This design comes from an exercise in tuning for small area, a short achievable clock period and few clock cycles on the open sky130 flow, not from production work. Only the layout flow was run in this run; the RTL was not checked for function there.

**design/flow/flow/run.sh**
```bash
#!/bin/bash
# The standard layout (standard.sh: ORFS from synthesis to the final
# layout), with timing repair aiming for a setup slack well above zero so
# that the layout reaches a shorter period than the 13 ns it is signed off at.
bash standard.sh SETUP_SLACK_MARGIN=9.3 finish > standard.log 2>&1
```
**design/flow/standard.sh**
```bash
#!/bin/bash
# synth_recipe.tcl (not shown) runs the flow's synth.tcl, then flattens the netlist and writes it again
# the make line also repeats each setting of config.mk as NAME=value (left out here)
make -C /OpenROAD-flow-scripts/flow DESIGN_CONFIG=/design/flow/config.mk WORK_HOME=/design/flow/orfs CLKGATE_MAP_FILE= SYNTH_SCRIPT=/design/flow/synth_recipe.tcl "${@:-finish}"
```
**design/flow/config.mk**
```make
export PLATFORM = sky130hd
export DESIGN_NAME = idct_top
export DESIGN_NICKNAME = idct_top
export VERILOG_FILES = /design/flow/design.v
export SDC_FILE = /design/flow/constraint.sdc
export NUM_CORES = 4
export LEC_CHECK = 0
export CAP_MARGIN = 20
export CORE_MARGIN = 2
export CORE_UTILIZATION = 65
export CTS_CLUSTER_DIAMETER = 100
export CTS_CLUSTER_SIZE = 24
export SETUP_SLACK_MARGIN = 5
export SLEW_MARGIN = 20
```
**design/flow/constraint.sdc**
```tcl
create_clock -name core_clock -period 13.0 [get_ports {clock}]
set_input_delay 2.6000 -clock core_clock [delete_from_list [all_inputs] [get_ports {clock}]]
set_output_delay 2.6000 -clock core_clock [all_outputs]
set_load 0.01 [all_outputs]
```
**design/flow/design.v**
```verilog
`default_nettype none
package sram_pkg;
	typedef logic [17:0] sram_addr_t;
	typedef logic [15:0] sram_data_t;
	typedef logic [4:0]  buf_addr_t;    
	typedef logic [31:0] buf_word_t;    
endpackage
`default_nettype wire
`default_nettype none
package idct_pkg;
	typedef logic signed [15:0] sample_t;     
	typedef logic signed [15:0] coeff_t;      
	typedef logic signed [31:0] product_t;
	typedef logic signed [31:0] acc_t;        
	typedef logic [5:0]         coeff_idx_t;  
endpackage
`default_nettype wire
`timescale 1ns/1ps
`default_nettype none
module idct_top (
	input  logic                 clock,
	input  logic                 resetn,
	input  logic                 start_i,
	input  logic [4:0]           block_row_i,
	input  logic [5:0]           block_col_i,
	input  sram_pkg::sram_data_t sram_read_data_i,
	output sram_pkg::sram_addr_t sram_address_o,
	output sram_pkg::sram_data_t sram_write_data_o,
	output logic                 sram_we_n_o,
	output logic                 done_o
);
	logic        busy;
	logic [7:0]  slot;
	logic [7:0]  ns;       
	logic        go;       
	logic [14:0] lp;       
	logic [14:0] base;
	assign go = start_i && !busy;
	assign ns = busy ? slot + 8'd1 : 8'd0;
	logic [8:0] line_hi;
	always_comb begin
		case (block_row_i)
			5'd0: line_hi = 9'd150;
			5'd1: line_hi = 9'd155;
			5'd2: line_hi = 9'd160;
			5'd3: line_hi = 9'd165;
			5'd4: line_hi = 9'd170;
			5'd5: line_hi = 9'd175;
			5'd6: line_hi = 9'd180;
			5'd7: line_hi = 9'd185;
			5'd8: line_hi = 9'd190;
			5'd9: line_hi = 9'd195;
			5'd10: line_hi = 9'd200;
			5'd11: line_hi = 9'd205;
			5'd12: line_hi = 9'd210;
			5'd13: line_hi = 9'd215;
			5'd14: line_hi = 9'd220;
			5'd15: line_hi = 9'd225;
			5'd16: line_hi = 9'd230;
			5'd17: line_hi = 9'd235;
			5'd18: line_hi = 9'd240;
			5'd19: line_hi = 9'd245;
			5'd20: line_hi = 9'd250;
			5'd21: line_hi = 9'd255;
			5'd22: line_hi = 9'd260;
			5'd23: line_hi = 9'd265;
			5'd24: line_hi = 9'd270;
			5'd25: line_hi = 9'd275;
			5'd26: line_hi = 9'd280;
			5'd27: line_hi = 9'd285;
			5'd28: line_hi = 9'd290;
			5'd29: line_hi = 9'd295;
			5'd30: line_hi = 9'd300;
			default: line_hi = 9'd305;
		endcase
	end
	assign base = {line_hi, block_col_i};
	logic       ns_rd, ns_wdir, ns_wbuf, ns_wlast;
	logic [2:0] ns_wrow, ns_wj;
	always_comb begin
		ns_rd    = !ns[7] && !ns[3];
		ns_wdir  = !ns[7] && ns[3:2] == 2'b11;
		ns_wlast = ns[7] && ns[6:0] <= 7'd3;
		ns_wbuf  = !ns[7] && ns[3:2] == 2'b10 && ns[6:4] != 3'd0;
		ns_wrow  = ns_wdir ? ns[6:4] : ns[6:4] - 3'd1;    
		case ({ns_wdir, ns[1:0]})
			3'b100:  ns_wj = 3'd2;
			3'b101:  ns_wj = 3'd5;
			3'b110:  ns_wj = 3'd3;
			3'b111:  ns_wj = 3'd4;
			3'b000:  ns_wj = 3'd1;
			3'b001:  ns_wj = 3'd6;
			3'b010:  ns_wj = 3'd0;
			default: ns_wj = 3'd7;
		endcase
	end
	function automatic logic [2:0] k_of(input logic [2:0] step);
		case (step)
			3'd0:    k_of = 3'd3;
			3'd1:    k_of = 3'd6;
			3'd2:    k_of = 3'd7;
			3'd3:    k_of = 3'd2;
			3'd4:    k_of = 3'd5;
			3'd5:    k_of = 3'd4;
			3'd6:    k_of = 3'd1;
			default: k_of = 3'd0;
		endcase
	endfunction
	logic [17:0] addr_q;
	logic        we_q;     
	logic        done_q;
	always_ff @(posedge clock or negedge resetn) begin
		if (!resetn) begin
			busy   <= 1'b0;
			slot   <= '0;
			done_q <= 1'b0;
			we_q   <= 1'b0;
		end else begin
			if (go) begin
				busy   <= 1'b1;
				slot   <= '0;
				done_q <= 1'b0;
			end else if (busy) begin
				slot <= ns;
				if (slot == 8'd131) begin
					busy   <= 1'b0;
					done_q <= 1'b1;
				end
			end
			we_q <= (busy || go) && (ns_wdir || ns_wbuf || ns_wlast);
		end
	end
	always_ff @(posedge clock) begin
		if (go)
			lp <= base;
		else if (busy && slot[3:0] == 4'd7)
			lp <= lp + 15'd40;    
		if (go)
			addr_q <= {base, k_of(3'd0)};
		else if (ns_rd)
			addr_q <= {lp, k_of(ns[2:0])};
		else
			addr_q <= {12'd0, ns_wrow, ns_wj};
	end
	assign sram_address_o = addr_q;
	assign sram_we_n_o    = !we_q;
	assign done_o         = done_q;
	logic arrive;
	always_ff @(posedge clock or negedge resetn) begin
		if (!resetn)
			arrive <= 1'b0;
		else
			arrive <= (busy || go) && ns[3:0] >= 4'd2 && ns[3:0] <= 4'd9 && ns <= 8'd129;
	end
	logic [15:0] sg;
	logic [15:0] sin;
	logic [17:0] t3q;
	logic [18:0] t5q;
	logic [23:0] sx, t3, t5;
	assign sg = arrive ? sram_read_data_i : 16'd0;
	always_ff @(posedge clock) begin
		sin <= sg;
		t3q <= {{2{sg[15]}}, sg} + {sg[15], sg, 1'b0};
		t5q <= {{3{sg[15]}}, sg} + {sg[15], sg, 2'b00};
	end
	assign sx = {{8{sin[15]}}, sin};
	assign t3 = {{6{t3q[17]}}, t3q};
	assign t5 = {{5{t5q[18]}}, t5q};
	logic [2:0] ns_step;
	logic       ns_proc;
	assign ns_step = 3'(ns[3:0] - 4'd3);
	assign ns_proc = (busy || go) && ns[3:0] >= 4'd3 && ns[3:0] <= 4'd10 && !ns[7];
	localparam logic [31:0] FLIP = {8'h00, 8'h88, 8'hFC, 8'h20};   
	logic [1:0] lsel;      
	logic       first;
	logic [3:0] flip;
	logic       cv_sub;    
	logic       bshift;    
	always_ff @(posedge clock) begin
		case (ns_step)
			3'd1, 3'd3: lsel <= 2'b01;    
			3'd5, 3'd7: lsel <= 2'b10;    
			default:    lsel <= 2'b00;    
		endcase
		first <= ns_proc && ns_step[2:1] == 2'd0;
		for (int x = 0; x < 4; x++)
			flip[x] <= ns_proc && FLIP[8*x + ns_step];
		cv_sub <= ns[3:0] == 4'd12 || ns[3:0] == 4'd14 || ns[3:0] == 4'd0 || ns[3:0] == 4'd2;
		bshift <= ns[3:0] == 4'd15 || ns[3:0] <= 4'd2 || (ns[3:0] >= 4'd8 && ns[3:0] <= 4'd10);
	end
	logic [23:0] x0, y0, z0, x1, y1, z1, x2, y2, z2, w2, x3, y3, z3;
	always_comb begin
		x0 = sx << 11;
		case (lsel)
			2'b00:   begin y0 = ~(t5 << 4); z0 = t5 << 3; end
			2'b01:   begin y0 = ~(t5 << 5); z0 = sx << 2; end
			default: begin y0 = ~(t5 << 7); z0 = t5 << 3; end
		endcase
		case (lsel)
			2'b00:   begin x1 = t3 << 9; y1 = t5 << 5; z1 = t3 << 1; end
			2'b01:   begin x1 = t3 << 8; y1 = t5 << 1; z1 = t5;      end
			default: begin x1 = t3 << 8; y1 = t5 << 7; z1 = t5 << 3; end
		endcase
		case (lsel)
			2'b00:   begin x2 = sx << 10; y2 = t3 << 5; z2 = sx << 4; w2 = sx;    end
			2'b01:   begin x2 = t3 << 8;  y2 = t5 << 1; z2 = t5;      w2 = 24'd0; end
			default: begin x2 = sx << 10; y2 = t3 << 7; z2 = t5 << 3; w2 = 24'd0; end
		endcase
		case (lsel)
			2'b00:   begin x3 = t3 << 7;  y3 = sx << 4; z3 = ~sx;        end
			2'b01:   begin x3 = sx << 11; y3 = sx << 2; z3 = ~(t5 << 5); end
			default: begin x3 = sx << 11; y3 = t5 << 3; z3 = ~(t5 << 7); end
		endcase
	end
	logic [23:0] r0, r1, r2, r3;
	logic [23:0] u4, u5, u6, u7, v4, v5, v6, v7;
	logic [23:0] au0, au1, au2, au3, av0, av1, av2, av3;
	ring_csa3 u_c0 (.first_i(first), .f_i(flip[0]), .ka_i(1'b1), .kb_i(flip[0]), .r_i(r0),
		.x_i(x0), .y_i(y0), .z_i(z0), .u_o(au0), .v_o(av0));
	ring_csa3 u_c1 (.first_i(first), .f_i(flip[1]), .ka_i(flip[1]), .kb_i(1'b0), .r_i(r1),
		.x_i(x1), .y_i(y1), .z_i(z1), .u_o(au1), .v_o(av1));
	ring_csa4 u_c2 (.first_i(first), .f_i(flip[2]), .k_i(flip[2]), .r_i(r2),
		.x_i(x2), .y_i(y2), .z_i(z2), .w_i(w2), .u_o(au2), .v_o(av2));
	ring_csa3 u_c3 (.first_i(first), .f_i(1'b0), .ka_i(1'b1), .kb_i(1'b0), .r_i(r3),
		.x_i(x3), .y_i(y3), .z_i(z3), .u_o(au3), .v_o(av3));
	logic [23:0] rs4, rs5, rs6, rs7;
	bk_add #(.W(24)) u_m4 (.a_i(u4), .b_i(v4), .c_i(1'b0), .s_o(rs4));
	bk_add #(.W(24)) u_m5 (.a_i(u5), .b_i(v5), .c_i(1'b0), .s_o(rs5));
	bk_add #(.W(24)) u_m6 (.a_i(u6), .b_i(v6), .c_i(1'b0), .s_o(rs6));
	bk_add #(.W(24)) u_m7 (.a_i(u7), .b_i(v7), .c_i(1'b0), .s_o(rs7));
	always_ff @(posedge clock) begin
		r0 <= rs6;
		r1 <= rs4;
		r2 <= rs7;
		r3 <= rs5;
		u4 <= au0; v4 <= av0;
		u5 <= au1; v5 <= av1;
		u6 <= au2; v6 <= av2;
		u7 <= au3; v7 <= av3;
	end
	logic [23:0] cb_u, cb_v, cp, cq, cm, cv;
	always_comb begin
		cb_u = cv_sub ? ~u4 : u6;
		cb_v = cv_sub ? ~v4 : v6;
		cp   = r0 ^ cb_u ^ cb_v;
		cm   = (r0 & cb_u) | (r0 & cb_v) | (cb_u & cb_v);
		cq   = {cm[22:0], cv_sub};
		cv   = cp + cq + {23'd0, cv_sub};
	end
	logic [15:0] bq1, bq2, bq3, wd_q;
	always_ff @(posedge clock) begin
		if (bshift) begin
			bq1 <= bq2; bq2 <= bq3;
			bq3 <= cv[23:8];
		end
		if (ns_wdir || ns[7])
			wd_q <= cv[23:8];
		else if (bshift)
			wd_q <= bq1;
	end
	assign sram_write_data_o = wd_q;
endmodule
module bk_add #(
	parameter int W = 16
) (
	input  logic [W-1:0] a_i,
	input  logic [W-1:0] b_i,
	input  logic         c_i,
	output logic [W-1:0] s_o
);
	logic [W-1:0] p0, gg, pp;
	always_comb begin
		p0    = a_i ^ b_i;
		gg    = a_i & b_i;
		gg[0] = gg[0] | (p0[0] & c_i);
		pp    = p0;
		for (int d = 1; d < W; d = d * 2)
			for (int i = 2 * d - 1; i < W; i += 2 * d) begin
				gg[i] = gg[i] | (pp[i] & gg[i-d]);
				pp[i] = pp[i] & pp[i-d];
			end
		for (int d = 16; d >= 1; d = d / 2)
			for (int i = 3 * d - 1; i < W; i += 2 * d) begin
				gg[i] = gg[i] | (pp[i] & gg[i-d]);
				pp[i] = pp[i] & pp[i-d];
			end
		s_o[0] = p0[0] ^ c_i;
		for (int i = 1; i < W; i++)
			s_o[i] = p0[i] ^ gg[i-1];
	end
endmodule
module ring_csa3 (
	input  logic        first_i,
	input  logic        f_i,
	input  logic        ka_i,
	input  logic        kb_i,
	input  logic [23:0] r_i,
	input  logic [23:0] x_i,
	input  logic [23:0] y_i,
	input  logic [23:0] z_i,
	output logic [23:0] u_o,
	output logic [23:0] v_o
);
	logic [23:0] rr, s1, c1, m1, m2;
	assign rr  = (first_i ? 24'd0 : r_i) ^ {24{f_i}};
	assign s1  = rr ^ x_i ^ y_i;
	assign m1  = (rr & x_i) | (rr & y_i) | (x_i & y_i);
	assign c1  = {m1[22:0], ka_i};
	assign u_o = s1 ^ c1 ^ z_i;
	assign m2  = (s1 & c1) | (s1 & z_i) | (c1 & z_i);
	assign v_o = {m2[22:0], kb_i};
endmodule
module ring_csa4 (
	input  logic        first_i,
	input  logic        f_i,
	input  logic        k_i,
	input  logic [23:0] r_i,
	input  logic [23:0] x_i,
	input  logic [23:0] y_i,
	input  logic [23:0] z_i,
	input  logic [23:0] w_i,
	output logic [23:0] u_o,
	output logic [23:0] v_o
);
	logic [23:0] u3, v3, m3;
	ring_csa3 u_c (.first_i(first_i), .f_i(f_i), .ka_i(k_i), .kb_i(1'b0), .r_i(r_i),
		.x_i(x_i), .y_i(y_i), .z_i(z_i), .u_o(u3), .v_o(v3));
	assign u_o = u3 ^ v3 ^ w_i;
	assign m3  = (u3 & v3) | (u3 & w_i) | (v3 & w_i);
	assign v_o = {m3[22:0], 1'b0};
endmodule
`default_nettype wire
```
==> impl_results.md <==
- Status: timing/DRC/antenna clean
- Final net count: 3203
- Avg Inst Size Synth: 10.0 um2
- P&R area growth vs syn: 10.8%
- Maxcap violations: 0
- Slew Viols, Final: 0
- Via Count: 19300
- First-pass GRT wire length: 107000 um
- Final Worst Setup Slack: 8.85 ns
- Clock Pin Slew Worst Setup and Hold Paths: 0.09 ns
- Clk latency of the worst-skew pair: 0.57 ns
- Post-synthesis sequential area ratio: 36.7%
- Vias per cell: 5.87
- M1 WL: 29600 um
- Crit Path Category: in2reg
- Slew @ Worst Pin: 0.994 ns
- Clk sinks: 450
- Cell variety after synth: 80
- TritonRoute pass-1 iters: 9
- Syn_nets: 3128
- CP Launch Type: input pin
- Final setup vio count: 0
- Dpl cells: 3195
- Core area: 40800 um2
- DPL Wire Length: 51000 um
- GRT Util Overall: 31.5%
- Post-synthesis cell count: 2675
- Remaining DRCs: 0
- Filler cells: 2906
- DP Worst Slack: 7.86 ns
- Grt ovf: 0
- Final Cell Area: 29800 um2
- Synth Flop Type: dfxtp_1
- Synth Cell Area: 26900 um2
- Die area: 43000 um2
- CTS tree: done
- Die Height: 207 um
- Largest stage delay, worst path: 0.46 ns
- Worst-path fanout max: 4
- Yosys warnings: 2
- Final wirelength: 68900 um
- Initial antenna violation count: 0
- H-tree Lvls: 1
- Final Skew: 0.0265 ns
- Crit path DAT: 4.65 ns
- Achievable frequency: 241 MHz
- CP cell instances: buf_6 -> and2_4 -> ha_4 -> inv_2 -> fa_2 -> nor2b_4 -> o21a_1 -> o21ai_4 -> a211oi_4 -> buf_4 -> or4_4 -> nand4_1
- Setup TNS: 0 ns
- Worst EP required: 13.50 ns
- Critical Path End Type: register
- EDFF count, synth: 79
- Top Metal Used: met4
- Inserted Clock Buffers: 22
- Post-layout util: 73.0%
- Post-route ant nets: 0
- Final hold violation count: 0
- # IOs: 66
- Area after DPL: 28100 um2
- Final min period: 4.15 ns
- Met2 wire length: 31500 um
- Met3 WL: 5160 um
- CP max-delay cell: or4_4
- Largest net degree at the start of global routing: 68
- Initial Util: 65.8%
- Asr flop ratio synth: 2.67%
- Hold WC Path Type: reg2reg
- Die W: 207 um
- Vias in the first global route: 19800
- RSZ-0062 raised after global routing: yes
- Row count: 74
- Clock tree buffer depth: 3
- GPL Wtd Cong: 0.967
- Period utilization: 31.9%
- Layout cells sized above 1: 11.3%
- Layout Cells excl Fill: 3290
- Diodes inserted: 0
- Routed len/inst: 20.9 um
- Rel. slew slack: 33.5%
- Clock Tree Root: clkbuf_16
- Starting DRC count in detailed routing: 1886
- PortBufs: 65
- FF+latch count, synth: 450
-- layout make-up --
cell class / instances / area, um2 / area share [%]
flip-flops and latches: 450 / 9880 / 33.2
clock inverters: 1 / 8.76 / 0.0294
repair inverters: 1 / 7.51 / 0.0252
multi-input cells: 1825 / 16300 / 54.6
inverters: 309 / 1180 / 3.98
clock buffers: 31 / 606 / 2.03
well taps: 532 / 666 / 2.23
repair buffers: 141 / 1170 / 3.94
-- through the flow --
step                hold slack (ns)
floorplan                     0.310
global placement              0.311
detailed placement            0.323
CTS                           0.343
global route                  0.351
finish                        0.344
-- flip-flops by register name (all words and copies together), names as in the netlist, 15 cells and up --
register,cells
u6,24
r3,24
bq1,16
u4,24
v5,23
wd_q,16
t3q,16
bq2,16
v6,23
v4,24
bq3,16
lp,15
addr_q,18
t5q,18
u7,24
u5,24
r2,24
v7,23
r0,24
r1,24
-- critical path: cells and delay by family --
| kind | cells | cell delay (ns) |
|---|---|---|
| buf+inv | 3 | 0.30 |
| compound gates | 3 | 0.58 |
| fa+ha+maj | 2 | 0.40 |
| simple gates | 4 | 0.76 |
-- worst paths after layout --
path                                startpoint  endpoint  slack, ns  cells past startpoint
max                        sram_read_data_i[0]   t3q[13]       8.85                     12
min                                      u5[0]     r3[0]       0.34                      0
max reg2reg                             cv_sub   wd_q[7]       9.39                     11
min reg2reg                              u5[0]     r3[0]       0.34                      0
max in group asynchronous               resetn   slot[0]      10.23                      1
min in group asynchronous               resetn    done_q       2.39                      1
-- cells by family after synthesis --
kind of cell               synth area share, %
buffers and inverters                     5.72
and+or+nand+nor                           11.7
muxes                                     1.89
xor gates and xnor gates                  6.32
adders and majority gates                 26.2
AOI/OAI and AO/OA                         11.5
DFF                                       36.7
-- synthesized netlist by cell type (4+ instances only) --
cell type	n	area [um2]
dfxtp_1	359	7190
inv_1	306	1150
nand2_1	287	1080
fa_1	233	4660
ha_1	190	2380
a21oi_1	168	841
xnor2_1	143	1250
o21ai_0	129	646
nor2_1	120	450
nand2b_1	80	500
edfxtp_1	79	2370
clkbuf_1	70	263
nor2b_1	51	319
xor2_1	49	429
a21o_1	43	323
and2_1	41	257
mux2i_1	36	360
nand3_1	18	90.1
o21bai_1	18	135
nand4_1	17	106
o21a_1	17	128
a21boi_0	15	113
nor3_1	15	75.1
o211ai_1	13	97.6
a31oi_1	12	75.1
dfrtp_1	12	300
a211oi_1	10	75.1
buf_1	10	37.5
and3_1	9	56.3
o31ai_1	9	67.6
a311oi_1	7	61.3
a31o_2	7	61.3
buf_2	6	30.0
mux2_2	6	67.6
o21ai_1	6	30.0
mux2_1	5	56.3
a211o_1	4	35.0
o22ai_1	4	25.0
or2_2	4	25.0
-- cell usage in the layout (no fill, tap or decap), types with 19 or more instances in the layout --
cell / n
a21o_1: 43
a21oi_1: 152
and2_1: 28
buf_2: 35
buf_4: 52
buf_6: 22
clkbuf_16: 23
dfxtp_1: 346
edfxtp_1: 79
fa_1: 231
ha_1: 167
ha_4: 19
inv_1: 296
mux2i_1: 35
nand2_1: 280
nand2b_1: 78
nor2_1: 112
nor2b_1: 45
o21ai_0: 121
xnor2_1: 142
xor2_1: 49
-- what timing repair did --
action	in CTS	in global routing
endpoints found under the setup margin	147	101
buffers inserted	44	17
gates resized for setup	284	80
hold buffers	0	0
gates cloned	2	0
pin swaps	44	38
-- metal layers --
layer | global-route usage [%] | vias up
met5 | 0 | -
met4 | 9.14 | 0
met3 | 4.93 | 188
met2 | 50.5 | 790
met1 | 44.5 | 9427
li1 | - | 8912

## port drivers added, routing unchanged
How much do the figures lean on ideal ports? The routed layout below was timed once more, with nothing changed but the port constraints.
Step 1 assumes that a clkbuf_16 drives the clock port and a buf_2 every other input.
Step 2 times the ports against the registers' clock, not the clock port: input delays grow and output delays shrink by t, the midpoint of the rising clock arrivals with the driver on.
Slacks: ideal / step 1 / step 2; pairs: ideal / step 1.
t, ns: 0.621
setup WS [ns]: 8.850 / 8.880 / 8.259
hold WS [ns]: 0.344 / 0.344 / 0.344
worst register clock-pin slew, ns: 0.10 / 0.10
After both steps this run still meets setup and hold. The setup slack of this run moves by +0.030 ns with the drivers and by -0.591 ns with both steps.
